Background: an optimization exercise with open tools, aiming at small area, a short achievable clock period and few clock cycles per item. Do not read the settings as production practice.
Function was checked by simulation only, so behaviour that the tests miss may differ from the original.
Power figures rest on the tool's default switching activity, not on a simulated workload.

==> run.sh <==
#!/bin/bash
# synth_recipe.tcl (not shown) runs the flow's synth.tcl, then flattens the netlist and writes it again
# the make line also repeats each setting of config.mk as NAME=value (left out here)
make -C /OpenROAD-flow-scripts/flow DESIGN_CONFIG=/design/flow/config.mk WORK_HOME=/design/flow/orfs CLKGATE_MAP_FILE= SYNTH_SCRIPT=/design/flow/synth_recipe.tcl finish
==> config.mk <==
export PLATFORM = sky130hd
export DESIGN_NAME = keyed_rate_throttle_table_top
export DESIGN_NICKNAME = keyed_rate_throttle_table_top
export VERILOG_FILES = /design/flow/design.v
export SDC_FILE = /design/flow/constraint.sdc
export NUM_CORES = 4
export LEC_CHECK = 0
export ABC_CLOCK_PERIOD_IN_PS = 3000
export CAP_MARGIN = 20
export CORE_MARGIN = 2
export CORE_UTILIZATION = 40
export SETUP_SLACK_MARGIN = 5
export SLEW_MARGIN = 20
==> design.v <==
package krtt_pkg;
  localparam int unsigned SlotsDefault   = 8;
  localparam int unsigned KeyBitsDefault = 64;
  localparam int unsigned StreamKeyBits = 64;
  localparam int unsigned TimeBits      = 63;
  localparam int unsigned PeriodBits    = 16;
  localparam logic [PeriodBits-1:0] PeriodReset = 16'd15;
  typedef struct packed {
    logic allow;
    logic untracked;
  } verdict_t;
endpackage
module krtt_table #(
  parameter int unsigned SLOTS    = krtt_pkg::SlotsDefault,
  parameter int unsigned KEY_BITS = krtt_pkg::KeyBitsDefault
) (
  input  logic                              clk_i,
  input  logic                              rst_ni,
  input  logic                              req_valid_i,
  input  logic [KEY_BITS-1:0]               req_key_i,
  output logic                              key_zero_o,
  output logic                              hit_o,
  output logic                              full_o,
  output logic [SLOTS-1:0]                  hit_vec_o,
  output logic [SLOTS-1:0]                  slot_o
);
  logic [SLOTS-1:0]    slot_valid_q;
  logic [KEY_BITS-1:0] slot_key_q [SLOTS];
  logic [SLOTS-1:0] hit_vec;
  logic [SLOTS-1:0] empty_first;
  logic             ins;
  always_comb begin
    for (int i = 0; i < SLOTS; i++) begin
      hit_vec[i]     = slot_valid_q[i] && (slot_key_q[i] == req_key_i);
      empty_first[i] = !slot_valid_q[i] && (i == 0 || slot_valid_q[(i == 0) ? 0 : i-1]);
    end
  end
  assign key_zero_o = (req_key_i == '0);
  assign hit_o      = |hit_vec;
  assign hit_vec_o  = hit_vec;
  assign full_o     = slot_valid_q[SLOTS-1];
  assign slot_o     = hit_o ? hit_vec : empty_first;
  assign ins        = req_valid_i && !key_zero_o && !hit_o && !full_o;
  always_ff @(posedge clk_i or negedge rst_ni) begin
    if (!rst_ni) begin
      slot_valid_q <= '0;
    end else if (ins) begin
      slot_valid_q <= slot_valid_q | empty_first;
    end
  end
  always_ff @(posedge clk_i) begin
    for (int i = 0; i < SLOTS; i++) begin
      if (!slot_valid_q[i]) begin
        slot_key_q[i] <= req_key_i;
      end
    end
  end
endmodule
module keyed_rate_throttle_table_top #(
  parameter int unsigned SLOTS    = krtt_pkg::SlotsDefault,
  parameter int unsigned KEY_BITS = krtt_pkg::KeyBitsDefault
) (
  input  logic                                 clk_i,
  input  logic                                 rst_ni,
  input  logic                                 start,
  output logic                                 busy,
  input  logic [krtt_pkg::StreamKeyBits-1:0]   stream_key_i,
  input  logic [krtt_pkg::TimeBits-1:0]        time_ms_i,
  output logic                                 done_o,
  output logic                                 allow_o,
  output logic                                 untracked_o,
  input  logic                                 cfg_valid_i,
  output logic                                 cfg_ready_o,
  input  logic [krtt_pkg::PeriodBits-1:0]      cfg_data_i
);
  localparam int unsigned TB = krtt_pkg::TimeBits;
  localparam int unsigned PB = krtt_pkg::PeriodBits;
  function automatic logic time_ok(input logic [TB-1:0] x, input logic [TB-1:0] y,
                                   input logic [PB-1:0] a);
    logic [TB-1:0] s, k;
    logic [63:0]   g, t;
    for (int i = 0; i < TB; i++) begin
      if (i < PB) begin
        s[i] = a[i] ^ ~y[i];
        k[i] = a[i] ? ~y[i] : x[i];
      end else begin
        s[i] = x[i] ^ y[i];
        k[i] = x[i] | ~y[i];
      end
    end
    g[0] = 1'b1;
    t[0] = 1'b0;
    for (int i = 1; i < 64; i++) begin
      g[i] = (i < TB ? s[i] : 1'b0) & k[i-1];
      t[i] = (i < TB ? s[i] : 1'b0) | k[i-1];
    end
    for (int w = 1; w < 64; w = w * 2) begin
      for (int i = 2 * w - 1; i < 64; i = i + 2 * w) begin
        g[i] = g[i] | (t[i] & g[i-w]);
        t[i] = t[i] & t[i-w];
      end
    end
    time_ok = g[63];
  endfunction
  logic [PB-1:0]       period_q;
  logic                r_valid_q;
  logic [KEY_BITS-1:0] r_key_q;
  logic [TB-1:0]       r_time_q;
  logic                a_kz, a_hit, a_full;
  logic [SLOTS-1:0]    a_hit_vec, a_slot;
  logic [TB-1:0]       a_hit_time;
  logic                b_valid_q, b_hit_q, b_untr_q, b_trk_q, b_same_q, b_prev_ok_q;
  logic [SLOTS-1:0]    b_slot_q;
  logic [TB-1:0]       b_time_q, b_hit_time_q;
  logic [PB-1:0]       b_lo_q;
  logic [TB-1:0]       slot_time_q [SLOTS];
  logic                b_pass, b_allow, b_wr;
  logic                c_valid_q, c_allow_q, c_untr_q, c_wr_q;
  logic [SLOTS-1:0]    c_we_q;
  logic [TB-1:0]       c_time_q;
  assign busy        = 1'b0;
  assign cfg_ready_o = 1'b1;
  always_ff @(posedge clk_i or negedge rst_ni) begin
    if (!rst_ni) begin
      period_q  <= krtt_pkg::PeriodReset;
      r_valid_q <= 1'b0;
      b_valid_q <= 1'b0;
      c_valid_q <= 1'b0;
      c_wr_q    <= 1'b0;
      c_we_q    <= '0;
    end else begin
      if (cfg_valid_i && cfg_ready_o) begin
        period_q <= cfg_data_i;
      end
      r_valid_q <= start && !busy;
      b_valid_q <= r_valid_q;
      c_valid_q <= b_valid_q;
      c_wr_q    <= b_wr;
      c_we_q    <= b_wr ? b_slot_q : '0;
    end
  end
  always_ff @(posedge clk_i) begin
    r_key_q  <= stream_key_i[KEY_BITS-1:0];
    r_time_q <= time_ms_i;
  end
  krtt_table #(
    .SLOTS    (SLOTS),
    .KEY_BITS (KEY_BITS)
  ) u_table (
    .clk_i       (clk_i),
    .rst_ni      (rst_ni),
    .req_valid_i (r_valid_q),
    .req_key_i   (r_key_q),
    .key_zero_o  (a_kz),
    .hit_o       (a_hit),
    .full_o      (a_full),
    .hit_vec_o   (a_hit_vec),
    .slot_o      (a_slot)
  );
  always_comb begin
    a_hit_time = '0;
    for (int i = 0; i < SLOTS; i++) begin
      a_hit_time = a_hit_time | (slot_time_q[i] & {TB{a_hit_vec[i]}});
    end
    if (|(a_hit_vec & c_we_q)) begin
      a_hit_time = c_time_q;
    end
  end
  always_ff @(posedge clk_i) begin
    b_hit_q      <= !a_kz && a_hit;
    b_untr_q     <= a_kz || (!a_hit && a_full);
    b_trk_q      <= !a_kz && (a_hit || !a_full);
    b_same_q     <= b_valid_q && b_trk_q && |(a_hit_vec & b_slot_q);
    b_prev_ok_q  <= time_ok(r_time_q, b_time_q, r_time_q[PB-1:0] ^ ~period_q);
    b_lo_q       <= r_time_q[PB-1:0] ^ ~period_q;
    b_slot_q     <= a_slot;
    b_time_q     <= r_time_q;
    b_hit_time_q <= a_hit_time;
  end
  assign b_pass  = (b_same_q && c_wr_q) ? b_prev_ok_q
                                        : time_ok(b_time_q, b_hit_time_q, b_lo_q);
  assign b_allow = !b_hit_q || b_pass;
  assign b_wr    = b_valid_q && b_trk_q && b_allow;
  always_ff @(posedge clk_i) begin
    c_time_q <= b_time_q;
    for (int i = 0; i < SLOTS; i++) begin
      if (c_we_q[i]) begin
        slot_time_q[i] <= c_time_q;
      end
    end
  end
  always_ff @(posedge clk_i) begin
    c_allow_q <= b_allow;
    c_untr_q  <= b_untr_q;
  end
  assign done_o      = c_valid_q;
  assign allow_o     = c_allow_q;
  assign untracked_o = c_untr_q;
endmodule
==> constraint.sdc <==
create_clock -name core_clock -period 8.4 [get_ports {clk_i}]
set_input_delay 1.6800 -clock core_clock [delete_from_list [all_inputs] [get_ports {clk_i}]]
set_output_delay 1.6800 -clock core_clock [all_outputs]
set_load 0.01 [all_outputs]
==> results.yml, run 1 <==
final_layout:
  fin_util: 0.4875
  nets: 4277
  mostFrequentLayoutCell: "edfxtp_1"
  drive_gt1_frac: 0.1661
  final_cell_mix: "1016 x edfxtp_1, 319 x dfxtp_1, 224 x inv_1"
  syn2layout_area_growth_pct: 21.35
  diodes: 0
power:
  vdd_ir_drop_max_mv: 0.1649
  p_sw_w: 0.003414
  seq_power_share: 0.511
  p_clk_frac: 0.433
  p_int_w: 0.01176
  switching_share: 0.2250
  p_leak_nw: 23.36
  power_density_mw_per_mm2: 230.3
  pwr-share-comb: 0.057
hold_path:
  hold_class: "reg2reg"
clock_tree:
  cts.clk_slew.worst_paths_ns: 0.06
  clock_path_buffers: 3
  hold_buffers: 0
  htreeDepth: 4
  cts_buffers: 150
  clk_latency_ns: 0.80
  cts_root_buf: "clkbuf_16"
  cts_sinks: 1399
  cts_tree: "done"
global_route:
  grt_max_degree: 67
  grt_pass1_wl_mm: 232.0
  gr-total-overflow: 0
  antenna_found_initial: 4
  grt_pass1_vias: 32110
  grt_use_total: 0.2334
timing:
  fin_tns_setup_ns: 0
  layout_setup_ws_ns: 4.972
  skew_ns: 0.04379
  relSlewSlack: 0.2902
  fin_crit_sh: 0.4081
  min_period_ns: 3.428
  max_freq_ghz: 0.2917
  drv_slew: 0
  rsz0062_at_grt: "true"
  setup_viol: 0
  hold_violations: 0
  worstMarginPinSlew_ns: 1.059
  hold_slack_ns: 0.3429
synthesis:
  synth_area_leaders: "edfxtp_1 56%, dfxtp_1 13%, xor2_1 3.6%"
  synth_fp_nets: 3898
  ys_ff_latch: 1399
  synth_flop_cell: "edfxtp_1"
  async_reset_ff_frac: 0.02573
  syn-cell-area_mm2: 0.05428
  yosysTopAreaCell: "edfxtp_1"
  synth-warning-count: 4
  ys_types: 79
  syn-instance-count: 3657
  synth.avg_cell_area_um2: 14.84
  synth_enable_flop_cells: 1016
  synth.top_cell.area_share: 0.5621
  yosysSeqAreaShare: 0.7067
setup_path:
  cp.required_ns: 9.07
  crit_path_top_delay_cell: "nand4_1"
  cp.arrival_ns: 4.10
  critical_path.cell_chain: "buf_12, xor2_2, nor4_4, nand4_1, nor4_4, buf_12, nand4_1, o2111ai_4, nor3_4, clkbuf_16, clkbuf_16, mux2_4"
  worst_path_largest_cell_delay_ns: 0.52
  start_kind: "flip-flop"
  path_buf_inv: 4
  crit_path_end_kind: "flip-flop"
  path_max_fanout: 18
  critPathTopFamily: "simple AND/OR/NAND/NOR gates"
  critPathKind: "reg2reg"
detailed_routing:
  wl_per_cell_um: 27.97
  final_antenna_net_count: 0
  drc_errors: 0
  viasPerCell: 5.696
  dr.pass1.iters: 6
  vias: 33840
  drt_iter0_markers: 4234
  wirelength_mm: 166.2
die:
  io_pins: 152
  die_area_mm2: 0.1387
  fp.dieW_um: 372.4
  die_height_um: 372.4
  rows: 135
  start_util: 0.4017
  core_mm2: 0.1351
place:
  place_ws_ns: 3.190
  port_buffers: 149
  hpwlAfterDp_mm: 96.84
  place.gp.congestion: 0.9210
run_status:
  outcome: "no timing/DRC/antenna violations"
job:
  maxCapViolCount: 0
Yosys cell counts (all sizes together) (32+ instances only):
cell     number
a22oi       126
buf         100
clkbuf       58
dfrtp        32
dfxtp       347
edfxtp     1016
ha           94
inv         247
mux2         72
nand2       115
nand2b       41
nand3       135
nand4       155
nor2         39
nor2b        52
nor4         94
o2111ai      36
o21ai        48
o22ai        56
xnor2       196
xor2        221
final cells by class:
class | instances | area, um^2
clock buffers | 211 | 4265
clock inverters | 65 | 616.8
fillers | 11560 | 69260
inverters | 247 | 977.2
multi-input cells | 1855 | 14960
flip-flops and latches | 1399 | 38490
well taps | 1781 | 2228
repair buffers | 382 | 4327
repair inverters | 1 | 5.005
worst register-to-register path, stage by stage, from the launching register on:
cell and delay [ns]:
dfxtp_1 0.32, buf_12 0.17, xor2_2 0.26, nor4_4 0.22
nand4_1 0.52, nor4_4 0.48, buf_12 0.16, nand4_1 0.18
o2111ai_4 0.18, nor3_4 0.06, clkbuf_16 0.21, clkbuf_16 0.21
mux2_4 0.32
power by group through the flow:
stage | clock (W) | combinational (W) | sequential, W
after global placement | 0 | 0.000753 | 0.00789
after detailed placement | 0 | 0.000758 | 0.00790
after floorplan | 0 | 0.000439 | 0.00783
after global routing | 0.00692 | 0.000916 | 0.00776
after CTS | 0.00665 | 0.000817 | 0.00775
final | 0.00657 | 0.000858 | 0.00775
layer usage:
layer | track usage | vias to the layer above | part of all wire
li1 | - | 14640 | -
met1 | 0.3383 | 17220 | 0.43
met2 | 0.3466 | 1708 | 0.44
met3 | 0.04830 | 275 | 0.095
met4 | 0.08287 | 0 | 0.034
met5 | 0 | - | 0
stage by stage:
stage,cell area (um^2),std cells,total power (W)
2_1_floorplan,54300,3657,0.008269
3_3_place_gp,58050,5522,0.008646
3_5_place_dp,58070,5523,0.008654
4_1_cts,64910,5882,0.01521
5_1_grt,65870,5941,0.01560
6_report,65870,5941,0.01517
timing repair:
item	4_1_cts	5_1_grt
gates resized for setup	264	62
setup buffers	70	48
pin swaps	37	26
gates cloned	13	11
setup endpoints to repair	86	80
kinds of logic (layout without fill, tap and decap cells):
group | after synthesis | count (layout) | synth area share
AO/OA/AOI/OAI | 508 | 508 | 0.07166
XOR/XNOR | 417 | 417 | 0.06728
adder cells (fa/ha/maj) | 120 | 120 | 0.02646
buffers and inverters | 405 | 906 | 0.03112
flip-flops | 1399 | 1399 | 0.7067
multiplexers | 76 | 76 | 0.01982
other | 2 | 2 | 0.0001384
AND/OR/NAND/NOR | 730 | 732 | 0.07678
flip-flops by register name, summed over array words and instances (netlist names), 8 cells and up:
name                  cells
b_lo_q                   16
period_q                 16
slot_time_q             504
c_time_q                 63
c_we_q                    8
r_time_q                 63
u_table.slot_key_q      512
b_hit_time_q             63
b_time_q                 63
u_table.slot_valid_q      8
b_slot_q                  8
r_key_q                  64
path summary, 6_finish.rpt:
check                                          start                       end  slack, ns  cells after the start
worst max-delay path              r_key_q[0]$_DFF_P_  b_hit_time_q[61]$_DFF_P_       4.97                     12
worst min-delay path            r_time_q[30]$_DFF_P_      b_time_q[30]$_DFF_P_       0.34                      0
worst max register to register    r_key_q[0]$_DFF_P_  b_hit_time_q[61]$_DFF_P_       4.97                     12
worst min register to register  r_time_q[30]$_DFF_P_      b_time_q[30]$_DFF_P_       0.34                      0
max in group asynchronous                     rst_ni       c_we_q[1]$_DFF_PN0_       6.98                      1
min in group asynchronous                     rst_ni  period_q[15]$_DFFE_PN0P_       0.87                      1
Testbench counts, summed over its fixed seeds: cycles 24,016, items 24,000.
==> run 2, diff against run 1 <==
--- a/config.mk
+++ b/config.mk
@@ -9,5 +9,7 @@
 export CAP_MARGIN = 20
 export CORE_MARGIN = 2
-export CORE_UTILIZATION = 40
+export CORE_UTILIZATION = 70
+export CTS_CLUSTER_DIAMETER = 60
+export CTS_CLUSTER_SIZE = 20
 export SETUP_SLACK_MARGIN = 5
 export SLEW_MARGIN = 20
==> run 2 against run 1 <==
Net effect:
- cell count down 15%
- clock-buffer cell count down 77
- non-clock buffer count down 26
- via count up 4.0%
- worst hold slack better by 0.0073 ns
- flip-flop and latch count unchanged
- sequential power about the same
- clock skew down 0.0035 ns
- first-iteration DRC count up 28%
- power down 12%
- clock power down 29%
==> results.yml, run 2 <==
run_status:
  outcome: "no timing/DRC/antenna violations"
clock_tree:
  clock_path_buffers: 3
  cts_root_buf: "clkbuf_16"
  cts_tree: "done"
  cts.clk_slew.worst_paths_ns: 0.08
  cts_sinks: 1399
  clk_latency_ns: 0.70
  cts_buffers: 92
  htreeDepth: 3
  hold_buffers: 0
power:
  pwr-share-comb: 0.064
  p_leak_nw: 22.08
  seq_power_share: 0.583
  vdd_ir_drop_max_mv: 0.2471
  power_density_mw_per_mm2: 213.4
  switching_share: 0.2349
  p_clk_frac: 0.353
  p_int_w: 0.01016
  p_sw_w: 0.003120
final_layout:
  drive_gt1_frac: 0.1395
  nets: 4191
  reg_top3: "u_table.slot_key_q: 512 flops, slot_time_q: 504 flops, r_key_q: 64 flops"
  final_cell_mix: "1016 x edfxtp_1, 329 x dfxtp_1, 225 x inv_1"
  syn2layout_area_growth_pct: 14.66
  largest_register_ffs: 512
  top_register: "u_table.slot_key_q"
  mostFrequentLayoutCell: "edfxtp_1"
synthesis:
  synth_enable_flop_cells: 1016
  synth-warning-count: 4
  async_reset_ff_frac: 0.02573
  synth_fp_nets: 3898
  synth_area_leaders: "edfxtp_1 56%, dfxtp_1 13%, xor2_1 3.6%"
  ys_types: 79
  yosysTopAreaCell: "edfxtp_1"
  yosysSeqAreaShare: 0.7067
  syn-cell-area_mm2: 0.05428
  ys_ff_latch: 1399
  synth_common_cells: "1016 x edfxtp_1, 347 x dfxtp_1, 241 x inv_1"
  syn-instance-count: 3657
  synth_flop_cell: "edfxtp_1"
  synth.avg_cell_area_um2: 14.84
  yosysMostFrequentCell: "edfxtp_1"
  synth.top_cell.area_share: 0.5621
detailed_routing:
  vias: 35190
  drt_iter0_markers: 5413
  final_antenna_net_count: 0
  wl_per_cell_um: 32.65
  viasPerCell: 6.935
  dr.pass1.iters: 7
  wirelength_mm: 165.7
  drc_errors: 0
timing:
  hold_violations: 0
  worstMarginPinSlew_ns: 1.217
  skew_ns: 0.04032
  drv_slew: 0
  layout_setup_ws_ns: 4.832
  fin_tns_setup_ns: 0
  setup_viol: 0
  max_freq_ghz: 0.2803
  fin_crit_sh: 0.4247
  relSlewSlack: 0.1887
  rsz0062_at_grt: "false"
  min_period_ns: 3.568
die:
  die_height_um: 282.5
  io_pins: 152
  start_util: 0.7042
  fp.dieW_um: 282.5
  die_area_mm2: 0.07979
  rows: 102
  core_mm2: 0.07708
setup_path:
  critPathKind: "reg2reg"
  cp.arrival_ns: 4.13
  reg2reg_from: "r_key_q[39]$_DFF_P_"
  crit_path_end_kind: "flip-flop"
  cp.required_ns: 8.97
  start_kind: "flip-flop"
  reg2reg_to: "b_hit_time_q[35]$_DFF_P_"
  ff2ff_setup_slack_ns: 4.83
  path_max_fanout: 18
  worst_r2r_path_depth: 11
place:
  hpwlAfterDp_mm: 96.63
  place_ws_ns: 3.379
  place.gp.congestion: 0.9602
  port_buffers: 149
global_route:
  grt_max_degree: 69
  antenna_found_initial: 6
  grt_pass1_wl_mm: 227.6
  grt_use_total: 0.4007
  grt_pass1_vias: 34010
  gr-total-overflow: 0
hold_path:
  hold_end: "b_time_q[19]$_DFF_P_"
  hold_start: "r_time_q[19]$_DFF_P_"
  whs_path_depth: 0
  hold_class: "reg2reg"
job:
  maxCapViolCount: 0
-- run 2: cell types whose count changed in the layout (fill, tap and decap cells not counted), moves of 12 or more --
cell       before  now
clkbuf_16     166  101
dfxtp_4        24   12
buf_12         36   24
clkinv_1       23    0
clkbuf_8       19    5
-- run 2: cells by family after synthesis --
logic type / count (synthesis) / synth area share
muxes: 76 / 0.01982
and+or+nand+nor: 730 / 0.07678
other: 2 / 0.0001384
buffers and inverters: 405 / 0.03112
adders and majority gates: 120 / 0.02646
xor gates and xnor gates: 417 / 0.06728
AOI/OAI and AO/OA: 508 / 0.07166
DFF: 1399 / 0.7067
-- run 2: timing repair --
item                       4_1_cts  5_1_grt
setup buffers                   27       73
setup endpoints to repair       87       92
pin swaps                       14       16
gates cloned                     6        5
gates resized for setup        145       87
-- run 2: layout make-up --
type	count	area, um^2
inverter	247	970.9
sequential	1399	38420
fill	4027	14850
clock buffer	134	2595
clock inverter	40	390.4
timing repair buffer	356	3692
antenna	4	10.01
tap	1040	1301
multi-input combinational	1854	14850
-- run 2: power by group through the flow --
stage / sequential, W / clock, W / combinational (W)
2_1_floorplan: 0.00783 / 0 / 0.000439
3_5_place_dp: 0.00789 / 0 / 0.000753
3_3_place_gp: 0.00788 / 0 / 0.000726
6_report: 0.00774 / 0.00469 / 0.000849
4_1_cts: 0.00773 / 0.00465 / 0.000786
5_1_grt: 0.00775 / 0.00492 / 0.000897
-- run 2: critical path, cell delays in order (launching register included) --
cell and delay (ns):
dfxtp_4 0.53, xor2_1 0.21, nor4_1 0.48, nand3_1 0.44, nor4_4 0.44, clkbuf_16 0.27, nand3_1 0.11, o2111ai_2 0.13
nor3_4 0.09, buf_12 0.16, buf_6 0.21, mux2_4 0.35
-- run 2: metrics by stage --
stage               utilization  area [um^2]  std cells  hold WS (ns)  total power (W)
global placement         0.7412        57130       4784        0.3351         0.008605
global route             0.8073        62230       5072        0.3562          0.01357
detailed placement       0.7412        57130       4784        0.3408         0.008645
finish                   0.8074        62240       5074        0.3502          0.01328
floorplan                     -        54300       3657        0.3096         0.008269
CTS                      0.7926        61090       4991        0.3541          0.01317
-- run 2: worst max path at each step --
| stage | to | cells after the start | from | slack (ns) |
|---|---|---|---|---|
| CTS | u_table.slot_valid_q[2]$_DFFE_PN0P_ | 12 | r_key_q[3]$_DFF_P_ | 5.01 |
| finish | b_hit_time_q[35]$_DFF_P_ | 11 | r_key_q[39]$_DFF_P_ | 4.83 |
| floorplan | b_hit_time_q[10]$_DFF_P_ | 8 | u_table.slot_valid_q[0]$_DFFE_PN0P_ | 5.02 |
| global route | b_hit_time_q[54]$_DFF_P_ | 13 | r_key_q[22]$_DFF_P_ | 4.90 |
| global placement | u_table.slot_valid_q[2]$_DFFE_PN0P_ | 10 | r_key_q[31]$_DFF_P_ | 3.56 |
| detailed placement | u_table.slot_valid_q[2]$_DFFE_PN0P_ | 10 | r_key_q[46]$_DFF_P_ | 3.38 |
-- run 2: per-layer routing --
metal / global-route usage / vias up / wire [um]
met2: 0.6259 / 2795 / 75950
li1: - / 14430 / -
met3: 0.08417 / 632 / 20640
met5: 0 / - / 0
met4: 0.2000 / 0 / 10080
met1: 0.5404 / 17330 / 58980
==> run 3, diff against run 2 <==
--- a/design.v
+++ b/design.v
@@ -159,10 +159,7 @@
   );
   always_comb begin
-    a_hit_time = '0;
+    a_hit_time = c_time_q & {TB{|(a_hit_vec & c_we_q)}};
     for (int i = 0; i < SLOTS; i++) begin
-      a_hit_time = a_hit_time | (slot_time_q[i] & {TB{a_hit_vec[i]}});
-    end
-    if (|(a_hit_vec & c_we_q)) begin
-      a_hit_time = c_time_q;
+      a_hit_time = a_hit_time | (slot_time_q[i] & {TB{a_hit_vec[i] && !c_we_q[i]}});
     end
   end
==> run 3 against run 2 <==
Net effect:
- flip-flop and latch count is the same
- sequential power is essentially flat
- maximum frequency grew 1.9%
- clock skew shrank 0.0040 ns
- sequential share of layout area grew 2.7 points
- design area shrank 4.1%
- die area shrank 0.88%
- combinational power shrank 6.9%
- register-to-register slack gained 0.07 ns
==> results.yml, run 3 <==
hold_path:
  hold_end: "b_time_q[58]$_DFF_P_"
  hold_start: "r_time_q[58]$_DFF_P_"
  hold_class: "reg2reg"
  whs_path_depth: 0
power:
  vdd_ir_drop_max_mv: 0.2481
  p_leak_nw: 20.59
  power_density_mw_per_mm2: 217.5
timing:
  setup_viol: 0
  rsz0062_at_grt: "true"
  skew_ns: 0.03630
  drv_slew: 0
  fin_crit_sh: 0.4168
  hold_violations: 0
  min_period_ns: 3.501
  worstMarginPinSlew_ns: 1.154
  fin_tns_setup_ns: 0
  relSlewSlack: 0.2305
  max_freq_ghz: 0.2856
synthesis:
  ys_types: 88
  synth.avg_cell_area_um2: 15.59
  syn-instance-count: 3450
  yosysMostFrequentCell: "edfxtp_1"
  synth.top_cell.area_share: 0.5671
  synth_enable_flop_cells: 1016
  ys_ff_latch: 1399
  synth_fp_nets: 3691
  synth-warning-count: 4
  synth_flop_cell: "edfxtp_1"
  async_reset_ff_frac: 0.02573
  synth_common_cells: "1016 x edfxtp_1, 347 x dfxtp_1, 299 x xnor2_1"
  yosysTopAreaCell: "edfxtp_1"
  syn-cell-area_mm2: 0.05379
  yosysSeqAreaShare: 0.7131
  synth_area_leaders: "edfxtp_1 57%, dfxtp_1 13%, xnor2_1 4.9%"
detailed_routing:
  viasPerCell: 6.593
  drt_iter0_markers: 3574
  vias: 31330
  wl_per_cell_um: 28.53
  dr.pass1.iters: 6
  wirelength_mm: 135.6
  drc_errors: 0
  final_antenna_net_count: 0
setup_path:
  reg2reg_from: "r_key_q[40]$_DFF_P_"
  path_max_fanout: 47
  ff2ff_setup_slack_ns: 4.90
  critPathKind: "reg2reg"
  cp.required_ns: 8.97
  worst_r2r_path_depth: 10
  cp.arrival_ns: 4.07
  crit_path_end_kind: "flip-flop"
  reg2reg_to: "b_hit_time_q[0]$_DFF_P_"
  start_kind: "flip-flop"
global_route:
  gr-total-overflow: 0
  grt_use_total: 0.3427
  grt_pass1_wl_mm: 197.6
  grt_max_degree: 69
  grt_pass1_vias: 31490
  antenna_found_initial: 0
die:
  core_mm2: 0.07595
  start_util: 0.7083
  die_area_mm2: 0.07908
  rows: 101
  fp.dieW_um: 281.2
  io_pins: 152
  die_height_um: 281.2
run_status:
  outcome: "no timing/DRC/antenna violations"
final_layout:
  mostFrequentLayoutCell: "edfxtp_1"
  n_fill_cell: 4175
  drive_gt1_frac: 0.1070
  final_cell_mix: "1016 x edfxtp_1, 320 x dfxtp_1, 298 x xnor2_1"
  top_register: "u_table.slot_key_q"
  largest_register_ffs: 512
  syn2layout_area_growth_pct: 10.97
  reg_top3: "u_table.slot_key_q: 512 flops, slot_time_q: 504 flops, r_key_q: 64 flops"
  stdcell_count: 4752
  nets: 3887
clock_tree:
  cts_sinks: 1399
  cts.clk_slew.worst_paths_ns: 0.08
  cts_root_buf: "clkbuf_16"
  clk_latency_ns: 0.67
  hold_buffers: 0
  cts_tree: "done"
  htreeDepth: 3
  cts_buffers: 88
  clock_path_buffers: 3
place:
  dpl.cell_count: 4578
  port_buffers: 149
  hpwlAfterDp_mm: 80.36
  place.gp.congestion: 0.9342
job:
  maxCapViolCount: 0
[run 3: changes by cell type after synthesis, sizes merged, moves of 56 or more]
cell	before	now
nand2	115	53
xor2	221	157
mux2	72	16
nand4	155	85
nand3	135	21
xnor2	196	299
a221oi	14	77
[run 3: critical path, cell delays in order, from the launching register on]
cell	delay [ns]
dfxtp_1	0.35
buf_4	0.34
xnor2_1	0.17
nand4_1	0.31
nor4_1	0.56
nand3_1	0.32
nor3_1	0.35
a2111oi_1	0.12
and3_4	0.27
buf_12	0.22
o2111ai_1	0.29
[run 3: timing repair]
item / in CTS / in global routing
buffers inserted: 2 / 3
cloned: 1 / 1
setup endpoints to repair: 92 / 79
pin swaps: 7 / 15
resized for setup: 52 / 54
[run 3: cell families (layout without fill, tap and decap cells)]
group / Yosys count / count (layout) / share of synthesized area
simple gates: 454 / 454 / 0.05010
mux: 19 / 19 / 0.003907
xor+xnor: 456 / 456 / 0.07424
other cells: 2 / 3 / 0.0001396
fa+ha+maj: 116 / 116 / 0.02596
buf+inv: 369 / 639 / 0.03275
flops: 1399 / 1399 / 0.7131
compound gates: 635 / 636 / 0.09978
[run 3: layout make-up]
| cell class | count | area [um^2] | area share |
|---|---|---|---|
| well taps | 1030 | 1289 | 0.02159 |
| diodes | 1 | 2.502 | 0.00004192 |
| inverters | 239 | 897.1 | 0.01503 |
| clock inverters | 25 | 227.7 | 0.003815 |
| clock buffers | 140 | 2606 | 0.04366 |
| multi-input cells | 1683 | 13930 | 0.2334 |
| repair buffers | 235 | 2283 | 0.03825 |
| flip-flops and latches | 1399 | 38460 | 0.6443 |
[run 3: report_power, final]
| group | total [W] | internal (W) | switching (W) |
|---|---|---|---|
| Combinational | 0.000790 | 0.000324 | 0.000467 |
| Clock | 0.00446 | 0.00221 | 0.00225 |
| Sequential | 0.00774 | 0.00757 | 0.000164 |
| Total | 0.0130 | 0.0101 | 0.00288 |
[run 3: through the flow]
step	cell area [um^2]	setup slack, ns	hold WS (ns)	total power, W	util
finish	59700	4.899	0.3326	0.01298	0.7860
global route	59690	4.846	0.3380	0.01333	0.7860
CTS	59410	4.976	0.3379	0.01300	0.7822
detailed placement	56370	3.858	0.3205	0.008651	0.7421
global placement	56360	3.907	0.3182	0.008607	0.7421
floorplan	53790	5.059	0.3096	0.008312	-
[run 3: routing by layer]
| layer | vias to the layer above | track usage | wire, um |
|---|---|---|---|
| met5 | - | 0 | 0 |
| met4 | 0 | 0.1915 | 8797 |
| met3 | 401 | 0.03799 | 10380 |
| met2 | 1731 | 0.5742 | 66800 |
| met1 | 15670 | 0.4414 | 49610 |
| li1 | 13530 | - | - |
[run 3: worst max-delay path by stage]
stage,start,slack [ns],end,cells after the start
after global routing,r_key_q[58]$_DFF_P_,4.85,u_table.slot_valid_q[6]$_DFFE_PN0P_,9
after global placement,r_key_q[25]$_DFF_P_,3.91,b_hit_time_q[0]$_DFF_P_,9
after floorplan,u_table.slot_valid_q[7]$_DFFE_PN0P_,5.06,b_hit_time_q[11]$_DFF_P_,10
after detailed placement,r_key_q[25]$_DFF_P_,3.86,b_hit_time_q[0]$_DFF_P_,9
final,r_key_q[40]$_DFF_P_,4.90,b_hit_time_q[0]$_DFF_P_,10
after CTS,r_key_q[26]$_DFF_P_,4.98,b_hit_time_q[0]$_DFF_P_,9
Testbench counts of run 3, summed over its fixed seeds: cycles 24,016, items 24,000.
==> run 4, diff against run 3 <==
--- a/config.mk
+++ b/config.mk
@@ -10,6 +10,6 @@
 export CORE_MARGIN = 2
 export CORE_UTILIZATION = 70
-export CTS_CLUSTER_DIAMETER = 60
-export CTS_CLUSTER_SIZE = 20
+export CTS_CLUSTER_DIAMETER = 75
+export CTS_CLUSTER_SIZE = 25
 export SETUP_SLACK_MARGIN = 5
 export SLEW_MARGIN = 20
==> run 4 against run 3 <==
Net effect:
- setup slack improved by 0.13 ns
- sequential share of layout area grew 1.0 points
- critical endpoint unchanged
- largest power group unchanged
- sequential power hardly changed
- clock power fell by 18%
- synthesized cell count unchanged
- still clean
==> results.yml, run 4 <==
clock_tree:
  clock_path_buffers: 3
  cts.clk_slew.worst_paths_ns: 0.09
  cts_sinks: 1399
  hold_buffers: 0
  cts_root_buf: "clkbuf_16"
  clk_latency_ns: 0.66
  htreeDepth: 3
  cts_buffers: 67
  cts_tree: "done"
setup_path:
  worst_path_largest_cell_delay_ns: 0.55
  path_max_fanout: 47
  critPathKind: "reg2reg"
  crit_path_top_delay_cell: "or4_4"
  crit_path_end_kind: "flip-flop"
  worst_r2r_path_depth: 10
  critical_path.cell_chain: "buf_4, xor2_1, nor4_1, nand4_1, or4_4, nor3_1, a2111oi_1, and3_4, buf_12, o2111ai_1"
  cp.arrival_ns: 3.92
  cp.required_ns: 8.95
  start_kind: "flip-flop"
global_route:
  grt_max_degree: 69
  grt_use_total: 0.3385
  grt_pass1_wl_mm: 194.9
  grt_pass1_vias: 31020
  gr-total-overflow: 0
  antenna_found_initial: 0
place:
  place_ws_ns: 3.858
  hpwlAfterDp_mm: 80.36
  port_buffers: 149
  place.gp.congestion: 0.9342
  postPlaceCellArea_mm2: 0.05637
  dpl.cell_count: 4578
final_layout:
  largest_register_ffs: 512
  syn2layout_area_growth_pct: 9.222
  mostFrequentLayoutCell: "edfxtp_1"
  nets: 3869
  final_cell_mix: "1016 x edfxtp_1, 327 x dfxtp_1, 298 x xnor2_1"
  top_register: "u_table.slot_key_q"
  fin_util: 0.7736
  diodes: 0
  stdcell_area_mm2: 0.05876
  reg_top3: "u_table.slot_key_q: 512 flops, slot_time_q: 504 flops, r_key_q: 64 flops"
  stdcell_count: 4709
  drive_gt1_frac: 0.09214
synthesis:
  synth-simple-area-share: 0.05010
  syn-cell-area_mm2: 0.05379
  synth_top_family_by_area: "compound AO/OA/AOI/OAI gates"
  async_reset_ff_frac: 0.02573
  synth_area_leaders: "edfxtp_1 57%, dfxtp_1 13%, xnor2_1 4.9%"
  synth.top_cell.area_share: 0.5671
  yosysTopAreaCell: "edfxtp_1"
  synth-compound-area-share: 0.09978
  syn-instance-count: 3450
  synth_fa_ha_area_frac: 0.02596
  synth_enable_flop_cells: 1016
  synth.avg_cell_area_um2: 15.59
  synth-warning-count: 4
  synth_flop_cell: "edfxtp_1"
  yosysMostFrequentCell: "edfxtp_1"
  yosysSeqAreaShare: 0.7131
  ys_types: 88
  synth_common_cells: "1016 x edfxtp_1, 347 x dfxtp_1, 299 x xnor2_1"
  ys_ff_latch: 1399
  muxShareOfSynthArea: 0.003908
  synth_fp_nets: 3691
  synth_xor_area_frac: 0.07424
power:
  power_density_mw_per_mm2: 207.5
  p_leak_nw: 20.18
  vdd_ir_drop_max_mv: 0.2038
die:
  die_area_mm2: 0.07908
  start_util: 0.7083
  fp.dieW_um: 281.2
  die_height_um: 281.2
  rows: 101
  io_pins: 152
  core_mm2: 0.07595
detailed_routing:
  drt_iter0_markers: 3503
  dr.pass1.iters: 6
  wl_per_cell_um: 28.12
  final_antenna_net_count: 0
  wirelength_mm: 132.4
  viasPerCell: 6.533
  vias: 30760
  drc_errors: 0
timing:
  rsz0062_at_grt: "true"
  worstMarginPinSlew_ns: 1.085
  fin_crit_sh: 0.4018
  min_period_ns: 3.375
  max_freq_ghz: 0.2963
  hold_violations: 0
  relSlewSlack: 0.2767
  skew_ns: 0.03923
  fin_tns_setup_ns: 0
  drv_slew: 0
  layout_setup_ws_ns: 5.025
  setup_viol: 0
run_status:
  outcome: "no timing/DRC/antenna violations"
job:
  maxCapViolCount: 0
hold_path:
  hold_class: "reg2reg"
  whs_path_depth: 0
-- run 4: cell counts after synthesis --
No cell type changed its count.
-- run 4: worst max-delay path: cells and delay by family (launching register included) --
family | cells | cell delay [ns]
AND/OR/NAND/NOR | 5 | 1.82
AO/OA/AOI/OAI | 2 | 0.37
XOR/XNOR | 1 | 0.11
flip-flops | 1 | 0.32
buffers and inverters | 2 | 0.58
-- run 4: what timing repair did --
| item | CTS | global route |
|---|---|---|
| hold endpoints to repair | 0 | 0 |
| cloned | 1 | 0 |
| gates resized for setup | 51 | 33 |
| pin swaps | 7 | 11 |
| setup endpoints to repair | 92 | 79 |
| buffers inserted | 2 | 5 |
-- run 4: where the power goes --
part	total, W	internal (W)	switching (W)
Clock	0.00367	0.00160	0.00207
Combinational	0.000784	0.000322	0.000462
Sequential	0.00774	0.00757	0.000164
-- run 4: final cells by class --
cell class,instances,area [um^2]
Clock buffer,113,1922
Clock inverter,7,73.82
Fill cell,4324,17190
Inverter,239,897.1
Multi-Input combinational cell,1683,13860
Sequential cell,1399,38440
Tap cell,1030,1289
Timing Repair Buffer,238,2271
-- run 4: cells by family after synthesis --
group / count (synthesis)
compound gates: 635
flops: 1399
simple gates: 454
buf+inv: 369
mux: 19
xor+xnor: 456
fa+ha+maj: 116
other cells: 2
-- run 4: worst paths after layout --
path | from | end | slack [ns]
worst min register to register | b_untr_q$_DFF_P_ | c_untr_q$_DFF_P_ | 0.34
min in group asynchronous | rst_ni | period_q[14]$_DFFE_PN0P_ | 1.15
max in group asynchronous | rst_ni | c_we_q[7]$_DFF_PN0_ | 6.52
worst max-delay path | r_key_q[13]$_DFF_P_ | b_hit_time_q[0]$_DFF_P_ | 5.03
worst max register to register | r_key_q[13]$_DFF_P_ | b_hit_time_q[0]$_DFF_P_ | 5.03
worst min-delay path | b_untr_q$_DFF_P_ | c_untr_q$_DFF_P_ | 0.34
-- run 4: metrics by stage --
| stage | power, W | hold WS [ns] |
|---|---|---|
| 6_report | 0.01219 | 0.3403 |
| 5_1_grt | 0.01253 | 0.3444 |
| 4_1_cts | 0.01221 | 0.3412 |
| 3_5_place_dp | 0.008651 | 0.3205 |
| 3_3_place_gp | 0.008607 | 0.3182 |
| 2_1_floorplan | 0.008312 | 0.3096 |
-- run 4: layer usage --
layer / wire (um) / GRT usage / vias to the layer above
li1: - / - / 13460
met1: 49540 / 0.4333 / 15440
met2: 65740 / 0.5721 / 1512
met3: 9297 / 0.03907 / 354
met4: 7828 / 0.1818 / 0
met5: 0 / 0 / -
==> run 5, diff against run 4 <==
==> flow/run.sh (new file) <==
#!/bin/bash
set -uo pipefail
bash standard.sh "BUFFER_PORTS_ARGS=-buffer_cell sky130_fd_sc_hd__buf_1" finish > standard_flow.log 2>&1
status=$?
# keep each ORFS step's own log in this folder too
if [[ -d orfs/logs ]]; then
  cp -r orfs/logs step_logs 2>/dev/null || true
fi
exit $status
==> standard.sh (new file) <==
#!/bin/bash
# synth_recipe.tcl (not shown) runs the flow's synth.tcl, then flattens the netlist and writes it again
# the make line also repeats each setting of config.mk as NAME=value (left out here)
make -C /OpenROAD-flow-scripts/flow DESIGN_CONFIG=/design/flow/config.mk WORK_HOME=/design/flow/orfs CLKGATE_MAP_FILE= SYNTH_SCRIPT=/design/flow/synth_recipe.tcl "${@:-finish}"
--- a/config.mk
+++ b/config.mk
@@ -10,6 +10,6 @@
 export CORE_MARGIN = 2
 export CORE_UTILIZATION = 70
-export CTS_CLUSTER_DIAMETER = 75
-export CTS_CLUSTER_SIZE = 25
+export CTS_CLUSTER_DIAMETER = 60
+export CTS_CLUSTER_SIZE = 20
 export SETUP_SLACK_MARGIN = 5
 export SLEW_MARGIN = 20
removed: run.sh
==> run 5 against run 4 <==
Net effect:
- still clean on timing, DRC and antenna
- register-to-register slack got worse by 0.09 ns
- first-iteration DRC count increased by 2.2%
- area after synthesis stayed put
- via count increased by 0.88%
- global-route usage grew 0.24 points
- routed wire length up 1.6%
- synthesized cell count unchanged
- sequential power about the same
- critical path type unchanged
- largest cell class unchanged
- highest routed layer is now met5
==> results.yml, run 5 <==
timing:
  hold_violations: 0
  drv_slew: 0
  min_period_ns: 3.468
  relSlewSlack: 0.2335
  worstMarginPinSlew_ns: 1.150
  skew_ns: 0.02964
  fin_tns_setup_ns: 0
  setup_viol: 0
  max_freq_ghz: 0.2884
  rsz0062_at_grt: "false"
  hold_slack_ns: 0.3468
  layout_setup_ws_ns: 4.932
  fin_crit_sh: 0.4128
setup_path:
  reg2reg_to: "b_hit_time_q[1]$_DFF_P_"
  crit_path_end_kind: "flip-flop"
  reg2reg_from: "r_key_q[28]$_DFF_P_"
  cp.arrival_ns: 4.03
  critical_path.cell_chain: "buf_4, xor2_1, nor4_1, nand4_1, nor3_4, a22oi_1, and3_4, buf_12, o2111ai_1"
  cp.depth: 9
  path_buf_inv: 2
  worst_path_largest_cell_delay_ns: 0.77
  critPathTopFamily: "simple AND/OR/NAND/NOR gates"
  start_kind: "flip-flop"
  crit_path_top_delay_cell: "nor4_1"
  critPathKind: "reg2reg"
  ff2ff_setup_slack_ns: 4.93
  cp.required_ns: 8.96
  worst_r2r_path_depth: 9
  path_max_fanout: 48
power:
  seq_power_share: 0.596
  p_leak_nw: 20.24
  p_int_w: 0.01005
  vdd_ir_drop_max_mv: 0.1893
  p_clk_frac: 0.347
  switching_share: 0.2262
  p_sw_w: 0.002938
  pwr-share-comb: 0.057
  power_density_mw_per_mm2: 221.0
die:
  rows: 101
  core_mm2: 0.07595
  fp.dieW_um: 281.2
  io_pins: 152
  die_area_mm2: 0.07908
  die_height_um: 281.2
  start_util: 0.7083
job:
  maxCapViolCount: 0
place:
  postPlaceCellArea_mm2: 0.05542
  place_ws_ns: 3.862
  port_buffers: 149
  place.gp.congestion: 0.9278
  dpl.cell_count: 4575
  hpwlAfterDp_mm: 80.30
final_layout:
  largest_register_ffs: 512
  nets: 3889
  drive_gt1_frac: 0.1085
  stdcell_area_mm2: 0.05879
  reg_top3: "u_table.slot_key_q: 512 flops, slot_time_q: 504 flops, r_key_q: 64 flops"
  top_register: "u_table.slot_key_q"
  stdcell_count: 4753
  n_fill_cell: 4427
  final_cell_mix: "1016 x edfxtp_1, 320 x dfxtp_1, 299 x xnor2_1"
  syn2layout_area_growth_pct: 9.285
  mostFrequentLayoutCell: "edfxtp_1"
detailed_routing:
  vias: 31030
  final_antenna_net_count: 0
  drc_errors: 0
  wl_per_cell_um: 28.31
  dr.pass1.iters: 6
  drt_iter0_markers: 3581
  viasPerCell: 6.529
  wirelength_mm: 134.6
synthesis:
  synth_fp_nets: 3691
  yosysTopAreaCell: "edfxtp_1"
  synth.avg_cell_area_um2: 15.59
  synth_flop_cell: "edfxtp_1"
  async_reset_ff_frac: 0.02573
  syn-cell-area_mm2: 0.05379
  yosysSeqAreaShare: 0.7131
  syn-instance-count: 3450
  synth-warning-count: 4
  synth_area_leaders: "edfxtp_1 57%, dfxtp_1 13%, xnor2_1 4.9%"
  synth_common_cells: "1016 x edfxtp_1, 347 x dfxtp_1, 299 x xnor2_1"
  yosysMostFrequentCell: "edfxtp_1"
  ys_ff_latch: 1399
  synth.top_cell.area_share: 0.5671
  ys_types: 88
  synth_enable_flop_cells: 1016
global_route:
  grt_max_degree: 69
  grt_pass1_vias: 31170
  antenna_found_initial: 2
  grt_pass1_wl_mm: 196.2
  grt_use_total: 0.3409
  gr-total-overflow: 0
clock_tree:
  cts_sinks: 1399
  cts.clk_slew.worst_paths_ns: 0.08
  htreeDepth: 3
  hold_buffers: 0
  cts_tree: "done"
  cts_root_buf: "clkbuf_16"
  cts_buffers: 91
  clock_path_buffers: 3
  clk_latency_ns: 0.66
hold_path:
  hold_start: "r_time_q[36]$_DFF_P_"
  whs_path_depth: 0
  hold_end: "b_time_q[36]$_DFF_P_"
  hold_class: "reg2reg"
run_status:
  outcome: "no timing/DRC/antenna violations"
run 5: worst reg2reg max path, delay by kind of cell, from the launching register on:
kind	cells	cell delay, ns
flip-flops	1	0.32
AND/OR/NAND/NOR	4	1.83
buffers and inverters	2	0.60
AO/OA/AOI/OAI	2	0.46
XOR/XNOR	1	0.17
run 5: final cells by class:
type	instances	area, um^2	share of cell area
diodes	1	2.502	0.00004257
clock buffers	133	2565	0.04363
clock inverters	34	319.1	0.005427
inverters	239	897.1	0.01526
multi-input cells	1684	13960	0.2374
flip-flops and latches	1399	38450	0.6540
well taps	1030	1289	0.02192
repair buffers	233	1310	0.02228
run 5: cell families after synthesis:
family          Yosys count  share of synthesized area
compound gates          635                    0.09978
buf+inv                 369                    0.03275
mux                      19                   0.003907
other cells               2                  0.0001396
flops                  1399                     0.7131
xor+xnor                456                    0.07424
fa+ha+maj               116                    0.02596
simple gates            454                    0.05010
run 5: per-stage QoR:
stage          utilization  total power [W]
3_3_place_gp        0.7296         0.008566
3_5_place_dp        0.7297         0.008605
2_1_floorplan            -         0.008312
4_1_cts             0.7713          0.01300
6_report            0.7741          0.01299
5_1_grt             0.7740          0.01333
run 5: how the worst max path moves through the flow:
stage	start	slack [ns]	to
floorplan	u_table.slot_valid_q[7]$_DFFE_PN0P_	5.06	b_hit_time_q[11]$_DFF_P_
global placement	r_key_q[19]$_DFF_P_	3.80	b_hit_time_q[0]$_DFF_P_
detailed placement	r_key_q[25]$_DFF_P_	3.86	b_hit_time_q[31]$_DFF_P_
CTS	b_time_q[62]$_DFF_P_	4.98	c_we_q[7]$_DFF_PN0_
global route	b_time_q[62]$_DFF_P_	4.94	c_we_q[1]$_DFF_PN0_
finish	r_key_q[28]$_DFF_P_	4.93	b_hit_time_q[1]$_DFF_P_
run 5: per-layer routing:
metal	vias up	GRT usage	share of wire
met2	1519	0.5807	0.50
met5	-	0	0.00011
met3	336	0.04240	0.071
li1	13550	-	-
met4	2	0.1669	0.056
met1	15620	0.4371	0.38
run 5: repair_timing:
item,in CTS,in global routing
endpoints found under the setup margin,93,90
buffers inserted,6,2
gates cloned,2,0
pin swaps,12,13
resized for setup,59,41
run 5: power by group through the flow:
stage | Clock (W) | Combinational, W | Sequential, W
CTS | 0.00454 | 0.000724 | 0.00774
floorplan | 0 | 0.000477 | 0.00783
global route | 0.00478 | 0.000789 | 0.00776
finish | 0.00451 | 0.000738 | 0.00774
detailed placement | 0 | 0.000713 | 0.00789
global placement | 0 | 0.000688 | 0.00788
==> run 6, diff against run 5 <==
--- a/config.mk
+++ b/config.mk
@@ -10,6 +10,6 @@
 export CORE_MARGIN = 2
 export CORE_UTILIZATION = 70
-export CTS_CLUSTER_DIAMETER = 60
-export CTS_CLUSTER_SIZE = 20
+export CTS_CLUSTER_DIAMETER = 75
+export CTS_CLUSTER_SIZE = 25
 export SETUP_SLACK_MARGIN = 5
 export SLEW_MARGIN = 20
==> run 6 against run 5 <==
Net effect:
- still clean
- core utilization fell by 1.3 points
- clock power fell by about 20%
- flip-flop and latch count did not move
- cell count fell by 0.95%
- design area fell by 1.6%
- critical path depth rose by 1
- highest routed layer is now met4
==> results.yml, run 6 <==
setup_path:
  ff2ff_setup_slack_ns: 5.01
  crit_path_end_kind: "flip-flop"
  path_max_fanout: 48
  reg2reg_from: "r_key_q[28]$_DFF_P_"
  critPathKind: "reg2reg"
  reg2reg_to: "b_hit_time_q[1]$_DFF_P_"
  crit_start: "r_key_q[28]$_DFF_P_"
  start_kind: "flip-flop"
  cp.arrival_ns: 3.94
  crit_path_end: "b_hit_time_q[1]$_DFF_P_"
  worst_r2r_path_depth: 10
  cp.required_ns: 8.95
synthesis:
  yosysTopAreaCell: "edfxtp_1"
  synth_area_leaders: "edfxtp_1 57%, dfxtp_1 13%, xnor2_1 4.9%"
  yosysSeqAreaShare: 0.7131
  synth_enable_flop_cells: 1016
  synth_flop_cell: "edfxtp_1"
  yosysMostFrequentCell: "edfxtp_1"
  synth-compound-area-share: 0.09978
  synth_xor_area_frac: 0.07424
  synth_fp_nets: 3691
  synth.avg_cell_area_um2: 15.59
  async_reset_ff_frac: 0.02573
  ys_ff_latch: 1399
  synth-warning-count: 4
  synth-simple-area-share: 0.05010
  synth_top_family_by_area: "compound AO/OA/AOI/OAI gates"
  synth_common_cells: "1016 x edfxtp_1, 347 x dfxtp_1, 299 x xnor2_1"
  syn-cell-area_mm2: 0.05379
  ys_types: 88
  synth.top_cell.area_share: 0.5671
  syn-instance-count: 3450
  synth_fa_ha_area_frac: 0.02596
  muxShareOfSynthArea: 0.003908
die:
  io_pins: 152
  die_height_um: 281.2
  fp.dieW_um: 281.2
  rows: 101
  core_mm2: 0.07595
  die_area_mm2: 0.07908
  start_util: 0.7083
timing:
  hold_slack_ns: 0.3489
  min_period_ns: 3.389
  rsz0062_at_grt: "false"
  max_freq_ghz: 0.2951
  hold_violations: 0
  fin_crit_sh: 0.4035
  setup_viol: 0
  drv_slew: 0
  skew_ns: 0.03230
  fin_tns_setup_ns: 0
  worstMarginPinSlew_ns: 1.154
  layout_setup_ws_ns: 5.011
  relSlewSlack: 0.2306
run_status:
  outcome: "no timing/DRC/antenna violations"
place:
  hpwlAfterDp_mm: 80.30
  place_ws_ns: 3.862
  place.gp.congestion: 0.9278
  port_buffers: 149
global_route:
  antenna_found_initial: 0
  gr-total-overflow: 0
  grt_pass1_wl_mm: 195.3
  grt_use_total: 0.3395
  grt_pass1_vias: 30950
  grt_max_degree: 69
final_layout:
  mostFrequentLayoutCell: "edfxtp_1"
  drive_gt1_frac: 0.09326
  largest_register_ffs: 512
  reg_top3: "u_table.slot_key_q: 512 flops, slot_time_q: 504 flops, r_key_q: 64 flops"
  diodes: 0
  n_fill_cell: 4550
  syn2layout_area_growth_pct: 7.501
  final_cell_mix: "1016 x edfxtp_1, 323 x dfxtp_1, 299 x xnor2_1"
  nets: 3867
  top_register: "u_table.slot_key_q"
clock_tree:
  htreeDepth: 3
  clock_path_buffers: 3
  cts.clk_slew.worst_paths_ns: 0.09
  cts_sinks: 1399
  hold_buffers: 0
  cts_buffers: 66
  clk_latency_ns: 0.65
  cts_root_buf: "clkbuf_16"
  cts_tree: "done"
power:
  p_leak_nw: 19.78
  vdd_ir_drop_max_mv: 0.1967
  power_density_mw_per_mm2: 209.4
  fin_total_pwr_w: 0.01211
detailed_routing:
  drt_iter0_markers: 3399
  vias: 30780
  drc_errors: 0
  wirelength_mm: 133.1
  wl_per_cell_um: 28.27
  final_antenna_net_count: 0
  dr.pass1.iters: 6
  viasPerCell: 6.537
hold_path:
  whs_path_depth: 0
  hold_class: "reg2reg"
job:
  maxCapViolCount: 0
[run 6: power by group]
part	internal [W]	switching, W
Combinational	0.000277	0.000460
Sequential	0.00757	0.000166
Clock	0.00160	0.00204
[run 6: logic make-up after synthesis]
group,count (synthesis)
flip-flops,1399
AO/OA/AOI/OAI,635
XOR/XNOR,456
AND/OR/NAND/NOR,454
buffers and inverters,369
adder cells (fa/ha/maj),116
multiplexers,19
other,2
[run 6: per-stage QoR]
step	util	area [um^2]	cells
2_1_floorplan	-	53790	3450
3_3_place_gp	0.7296	55420	4575
3_5_place_dp	0.7297	55420	4575
4_1_cts	0.7595	57690	4704
5_1_grt	0.7614	57830	4708
6_report	0.7614	57830	4708
[run 6: layer usage]
layer | share of wire | GRT usage
met4 | 0.054 | 0.1679
met2 | 0.50 | 0.5799
met5 | 0 | 0
met1 | 0.38 | 0.4367
met3 | 0.071 | 0.03716
[run 6: repair_timing]
item | in CTS | in global routing
setup buffers | 7 | 4
gates resized for setup | 60 | 27
pin swaps | 13 | 10
cloned | 2 | 0
endpoints found under the setup margin | 93 | 84
[run 6: worst min path at each step]
stage                                      end                  from
after floorplan               c_untr_q$_DFF_P_      b_untr_q$_DFF_P_
after global placement        c_untr_q$_DFF_P_      b_untr_q$_DFF_P_
after detailed placement  b_time_q[17]$_DFF_P_  r_time_q[17]$_DFF_P_
after CTS                 b_time_q[36]$_DFF_P_  r_time_q[36]$_DFF_P_
after global routing      b_time_q[58]$_DFF_P_  r_time_q[58]$_DFF_P_
final                     b_time_q[58]$_DFF_P_  r_time_q[58]$_DFF_P_
[run 6: final cells by class]
| class | count | area (um^2) | area share |
|---|---|---|---|
| Clock inverter | 8 | 77.57 | 0.001341 |
| Clock buffer | 112 | 1888 | 0.03265 |
| Sequential cell | 1399 | 38440 | 0.6647 |
| Multi-Input combinational cell | 1684 | 13920 | 0.2407 |
| Timing Repair Buffer | 236 | 1321 | 0.02285 |
| Tap cell | 1030 | 1289 | 0.02229 |
| Inverter | 239 | 897.1 | 0.01551 |
[run 6: critical path: stages (launching register included)]
cell and delay [ns]:
dfxtp_1 0.33, buf_4 0.37, xnor2_1 0.17, nand4_1 0.19
nor4_4 0.51, nand4_1 0.38, nor2_1 0.42, a22oi_2 0.13
and3_4 0.25, buf_12 0.21, o2111ai_1 0.26
==> run 7, diff against run 6 <==
==> flow/run.sh (replaced) <==
#!/bin/bash
set -uo pipefail
bash standard.sh SETUP_SLACK_MARGIN=5.4 "BUFFER_PORTS_ARGS=-buffer_cell sky130_fd_sc_hd__buf_1" finish > standard_flow.log 2>&1
status=$?
# keep each ORFS step's own log in this folder too
if [[ -d orfs/logs ]]; then
  cp -r orfs/logs step_logs 2>/dev/null || true
fi
exit $status
--- a/config.mk
+++ b/config.mk
@@ -9,5 +9,5 @@
 export CAP_MARGIN = 20
 export CORE_MARGIN = 2
-export CORE_UTILIZATION = 70
+export CORE_UTILIZATION = 55
 export CTS_CLUSTER_DIAMETER = 75
 export CTS_CLUSTER_SIZE = 25
==> run 7 against run 6 <==
Net effect:
- cell count rose by 7.7%
- via count up 0.75%
- global-route usage is 5.2 points lower
- still clean on timing, DRC and antenna
- largest power group unchanged
==> results.yml, run 7 <==
synthesis:
  synth_area_leaders: "edfxtp_1 57%, dfxtp_1 13%, xnor2_1 4.9%"
  yosysSeqAreaShare: 0.7131
  syn-instance-count: 3450
  synth.top_cell.area_share: 0.5671
  synth_flop_cell: "edfxtp_1"
  synth-warning-count: 4
  yosysMostFrequentCell: "edfxtp_1"
  ys_types: 88
  synth_fp_nets: 3691
  synth_common_cells: "1016 x edfxtp_1, 347 x dfxtp_1, 299 x xnor2_1"
  ys_ff_latch: 1399
  synth_enable_flop_cells: 1016
  syn-cell-area_mm2: 0.05379
  synth.avg_cell_area_um2: 15.59
  async_reset_ff_frac: 0.02573
  yosysTopAreaCell: "edfxtp_1"
place:
  hpwlAfterDp_mm: 81.04
  dpl.cell_count: 4829
  port_buffers: 149
  place.gp.congestion: 0.8723
final_layout:
  largest_register_ffs: 512
  syn2layout_area_growth_pct: 13.18
  top_register: "u_table.slot_key_q"
  stdcell_count: 5069
  mostFrequentLayoutCell: "edfxtp_1"
  reg_top3: "u_table.slot_key_q: 512 flops, slot_time_q: 504 flops, r_key_q: 64 flops"
  nets: 3980
  n_fill_cell: 7096
  final_cell_mix: "1016 x edfxtp_1, 315 x dfxtp_1, 295 x xnor2_1"
  drive_gt1_frac: 0.1474
timing:
  fin_crit_sh: 0.3882
  drv_slew: 0
  hold_slack_ns: 0.3350
  setup_viol: 0
  fin_tns_setup_ns: 0
  worstMarginPinSlew_ns: 1.036
  rsz0062_at_grt: "true"
  min_period_ns: 3.261
  hold_violations: 0
  max_freq_ghz: 0.3067
  skew_ns: 0.03343
  relSlewSlack: 0.3096
global_route:
  grt_pass1_vias: 30340
  gr-total-overflow: 0
  grt_pass1_wl_mm: 206.6
  grt_max_degree: 68
  grt_use_total: 0.2870
  antenna_found_initial: 1
die:
  die_height_um: 316.7
  core_mm2: 0.09685
  fp.dieW_um: 316.7
  rows: 114
  die_area_mm2: 0.1003
  start_util: 0.5554
  io_pins: 152
setup_path:
  path_max_fanout: 6
  reg2reg_to: "c_we_q[6]$_DFF_PN0_"
  cp.required_ns: 9.01
  cp.arrival_ns: 3.87
  worst_r2r_path_depth: 9
  reg2reg_from: "b_time_q[54]$_DFF_P_"
  crit_path_end_kind: "flip-flop"
  ff2ff_setup_slack_ns: 5.14
  critPathKind: "reg2reg"
  start_kind: "flip-flop"
detailed_routing:
  final_antenna_net_count: 0
  drc_errors: 0
  dr.pass1.iters: 6
  viasPerCell: 6.117
  wirelength_mm: 148.0
  drt_iter0_markers: 3136
  wl_per_cell_um: 29.19
  vias: 31010
power:
  p_leak_nw: 20.85
  pwr-share-comb: 0.065
  switching_share: 0.2262
  p_clk_frac: 0.308
  seq_power_share: 0.627
  vdd_ir_drop_max_mv: 0.1678
  fin_total_pwr_w: 0.01233
  p_sw_w: 0.002788
  power_density_mw_per_mm2: 202.5
  p_int_w: 0.009538
clock_tree:
  htreeDepth: 3
  cts_buffers: 68
  cts_sinks: 1399
  cts_tree: "done"
  cts_root_buf: "clkbuf_16"
  hold_buffers: 0
  clk_latency_ns: 0.68
  cts.clk_slew.worst_paths_ns: 0.10
  clock_path_buffers: 3
run_status:
  outcome: "no timing/DRC/antenna violations"
hold_path:
  hold_class: "reg2reg"
  hold_end: "c_untr_q$_DFF_P_"
  hold_start: "b_untr_q$_DFF_P_"
  whs_path_depth: 0
job:
  maxCapViolCount: 0
-- run 7: cell counts after synthesis --
No cell type changed its count.
-- run 7: repair_timing --
action | in CTS | in global routing
endpoints found under the setup margin | 97 | 86
pin swaps | 67 | 53
gates resized for setup | 234 | 94
cloned | 23 | 10
buffers inserted | 50 | 33
-- run 7: how the worst max path moves through the flow --
stage	from	to	slack, ns	cells after the start
final	b_time_q[54]$_DFF_P_	c_we_q[6]$_DFF_PN0_	5.14	9
after global routing	b_time_q[56]$_DFF_P_	c_we_q[6]$_DFF_PN0_	5.08	10
after CTS	b_time_q[62]$_DFF_P_	c_we_q[6]$_DFF_PN0_	5.19	10
after detailed placement	r_key_q[25]$_DFF_P_	b_hit_time_q[62]$_DFF_P_	3.77	9
after global placement	r_key_q[25]$_DFF_P_	b_hit_time_q[62]$_DFF_P_	3.75	9
after floorplan	u_table.slot_valid_q[1]$_DFFE_PN0P_	b_hit_time_q[10]$_DFF_P_	5.32	10
-- run 7: layout make-up --
class	instances	area [um^2]	area share
Antenna cell	1	2.502	0.00004110
Clock buffer	112	1976	0.03245
Clock inverter	11	90.09	0.001480
Inverter	239	918.4	0.01508
Multi-Input combinational cell	1684	14480	0.2379
Sequential cell	1399	38480	0.6319
Tap cell	1276	1597	0.02622
Timing Repair Buffer	346	3338	0.05483
Timing Repair inverter	1	5.005	0.00008220
-- run 7: per-stage QoR --
stage,utilization,area (um^2),worst slack [ns]
final,0.6286,60880,5.139
after global routing,0.6286,60880,5.083
after CTS,0.6191,59960,5.191
after detailed placement,0.5763,55810,3.767
after global placement,0.5763,55810,3.749
after floorplan,-,53860,5.321
-- run 7: routing by layer --
metal | wire length, um | GRT usage | vias up
met3 | 8095 | 0.03143 | 235
li1 | - | - | 13700
met4 | 5808 | 0.09949 | 0
met2 | 73840 | 0.4971 | 1119
met1 | 60230 | 0.3787 | 15950
met5 | 0 | 0 | -
-- run 7: kinds of logic (layout without fill, tap and decap cells) --
group	count (synthesis)	after routing	share of synthesized area
AOI/OAI and AO/OA	635	636	0.09978
other	2	3	0.0001396
muxes	19	19	0.003907
xor gates and xnor gates	456	456	0.07424
adders and majority gates	116	116	0.02596
DFF	1399	1399	0.7131
and+or+nand+nor	454	455	0.05010
buffers and inverters	369	709	0.03275
-- run 7: worst max-delay path, cell delays in order, from the launching register on --
cell and delay, ns:
dfxtp_2 0.37, inv_2 0.05, ha_4 0.21, a222oi_1 0.34
nor4b_4 0.41, nand4_1 0.30, or3_4 0.49, a2111o_1 0.48
o211ai_4 0.31, and4_1 0.24
-- run 7: power by group through the flow --
stage | Sequential, W | Combinational (W) | Clock (W)
floorplan | 0.00783 | 0.000477 | 0
global placement | 0.00787 | 0.000715 | 0
detailed placement | 0.00788 | 0.000732 | 0
CTS | 0.00772 | 0.000772 | 0.00387
global route | 0.00775 | 0.000864 | 0.00411
finish | 0.00772 | 0.000801 | 0.00380
==> run 8, diff against run 7 <==
==> flow/run.sh (replaced) <==
#!/bin/bash
set -uo pipefail
bash standard.sh SETUP_SLACK_MARGIN=5.6 "BUFFER_PORTS_ARGS=-buffer_cell sky130_fd_sc_hd__buf_1" finish > standard_flow.log 2>&1
status=$?
# keep each ORFS step's own log in this folder too
if [[ -d orfs/logs ]]; then
  cp -r orfs/logs step_logs 2>/dev/null || true
fi
exit $status
--- a/config.mk
+++ b/config.mk
@@ -9,5 +9,5 @@
 export CAP_MARGIN = 20
 export CORE_MARGIN = 2
-export CORE_UTILIZATION = 55
+export CORE_UTILIZATION = 50
 export CTS_CLUSTER_DIAMETER = 75
 export CTS_CLUSTER_SIZE = 25
==> run 8 against run 7 <==
Net effect:
- clock skew decreased by 0.0091 ns
- routed wire length increased by 6.1%
- clock-buffer cell count is 3 lower
- via count grew 3.0%
- non-clock buffer count is 116 higher
- first-iteration DRC count rose by 0.61%
- worst hold slack improved by 0.0031 ns
- critical path type unchanged
==> results.yml, run 8 <==
synthesis:
  async_reset_ff_frac: 0.02573
  ys_ff_latch: 1399
  syn-cell-area_mm2: 0.05379
  synth.avg_cell_area_um2: 15.59
  yosysSeqAreaShare: 0.7131
  synth.top_cell.area_share: 0.5671
  syn-instance-count: 3450
  synth_fp_nets: 3691
  synth_flop_cell: "edfxtp_1"
final_layout:
  stdcell_count: 5325
  largest_register_ffs: 512
  nets: 4103
  final_cell_mix: "1016 x edfxtp_1, 295 x dfxtp_1, 284 x xnor2_1"
setup_path:
  crit_path_top_delay_cell: "a2111o_1"
  critPathKind: "reg2reg"
  critical_path.cell_chain: "inv_4, ha_4, a222oi_1, nor4b_4, nand4_1, or3_4, a2111o_1, o211ai_4, and4_1"
  reg2reg_to: "c_we_q[2]$_DFF_PN0_"
  path_max_fanout: 5
  start_kind: "flip-flop"
  worst_r2r_path_depth: 9
  reg2reg_from: "b_time_q[54]$_DFF_P_"
  critPathTopFamily: "simple AND/OR/NAND/NOR gates"
  cp.required_ns: 9.01
timing:
  worstMarginPinSlew_ns: 1.134
  rsz0062_at_grt: "true"
  skew_ns: 0.02435
  drv_slew: 0
  max_freq_ghz: 0.3103
  relSlewSlack: 0.2437
  fin_tns_setup_ns: 0
  min_period_ns: 3.223
die:
  fp.dieW_um: 332.0
  die_height_um: 332.0
  core_mm2: 0.1069
  rows: 120
place:
  dpl.cell_count: 4950
  port_buffers: 149
run_status:
  outcome: "no timing/DRC/antenna violations"
detailed_routing:
  wl_per_cell_um: 29.50
  drc_errors: 0
  wirelength_mm: 157.1
  final_antenna_net_count: 0
hold_path:
  whs_path_depth: 0
job:
  maxCapViolCount: 0
clock_tree:
  htreeDepth: 3
  cts.clk_slew.worst_paths_ns: 0.10
  clock_path_buffers: 3
global_route:
  gr-total-overflow: 0
power:
  vdd_ir_drop_max_mv: 0.1937
## run 8: cell types whose count changed in the layout (fill, tap and decap cells not counted), moves of 13 or more
| cell | delta |
|---|---|
| buf_4 | +64 |
| a221oi_1 | -21 |
| dfxtp_4 | +20 |
| a22oi_1 | -18 |
| a22oi_2 | +18 |
| buf_12 | +27 |
| buf_6 | +13 |
| a221oi_2 | +21 |
| dfxtp_1 | -20 |
## run 8: final cells by class
type | instances | area [um^2]
antenna | 2 | 5.005
clock buffer | 109 | 2057
clock inverter | 24 | 257.7
fill | 8112 | 43270
inverter | 239 | 929.6
multi-input combinational | 1687 | 15210
sequential | 1399 | 38550
tap | 1403 | 1755
timing repair buffer | 462 | 4862
## run 8: per-stage QoR
step | area (um^2) | worst slack, ns | hold WS [ns]
detailed placement | 55940 | 3.612 | 0.3121
global placement | 55940 | 3.586 | 0.3180
CTS | 62250 | 5.153 | 0.3299
floorplan | 53890 | 5.321 | 0.3096
global route | 63620 | 5.152 | 0.3434
finish | 63630 | 5.177 | 0.3381
## run 8: per-layer routing
| metal | up-vias | share of wire | GRT usage |
|---|---|---|---|
| met4 | 0 | 0.049 | 0.1113 |
| met5 | - | 0 | 0 |
| met1 | 16480 | 0.40 | 0.3580 |
| met2 | 1190 | 0.50 | 0.4735 |
| met3 | 278 | 0.058 | 0.03357 |
| li1 | 13980 | - | - |
## run 8: cells by family (layout without fill, tap and decap cells)
group	Yosys count	count (layout)	share of synthesized area
other	2	4	0.0001396
xor gates and xnor gates	456	456	0.07424
DFF	1399	1399	0.7131
muxes	19	19	0.003907
buffers and inverters	369	834	0.03275
AOI/OAI and AO/OA	635	636	0.09978
and+or+nand+nor	454	458	0.05010
adders and majority gates	116	116	0.02596
## run 8: what timing repair did
action | 4_1_cts | 5_1_grt
cloned | 37 | 6
setup buffers | 141 | 56
setup endpoints to repair | 97 | 95
pin swaps | 98 | 102
gates resized for setup | 400 | 147
hold buffers | 0 | 0
## run 8: worst reg2reg max path, delay by kind of cell (launching register included)
family | cells | cell delay [ns]
flops | 1 | 0.39
simple gates | 4 | 1.40
compound gates | 3 | 1.11
buf+inv | 1 | 0.04
fa+ha+maj | 1 | 0.21
## run 8: worst max-delay path by stage
stage / from / to / slack, ns / cells past startpoint
after floorplan: u_table.slot_valid_q[1]$_DFFE_PN0P_ / b_hit_time_q[10]$_DFF_P_ / 5.32 / 10
after global placement: r_key_q[44]$_DFF_P_ / b_hit_time_q[38]$_DFF_P_ / 3.59 / 9
after detailed placement: r_key_q[25]$_DFF_P_ / b_hit_time_q[12]$_DFF_P_ / 3.61 / 9
after CTS: b_time_q[61]$_DFF_P_ / c_we_q[0]$_DFF_PN0_ / 5.15 / 10
after global routing: b_time_q[54]$_DFF_P_ / c_we_q[0]$_DFF_PN0_ / 5.15 / 9
final: b_time_q[54]$_DFF_P_ / c_we_q[2]$_DFF_PN0_ / 5.18 / 9
## run 8: where the power goes
group          internal [W]  leakage, nW  switching, W  total [W]
Combinational      0.000371         8.43      0.000525   0.000896
Clock               0.00178         1.12       0.00228    0.00406
Sequential          0.00757         12.5      0.000161    0.00773

Check on run 8: ideal ports give 5.177 ns setup slack; a clkbuf_16 on the clock port and buf_2 on the inputs give 5.177 ns; moving port delays by the midpoint clock arrival (0.736 ns) as well gives 5.177 ns.
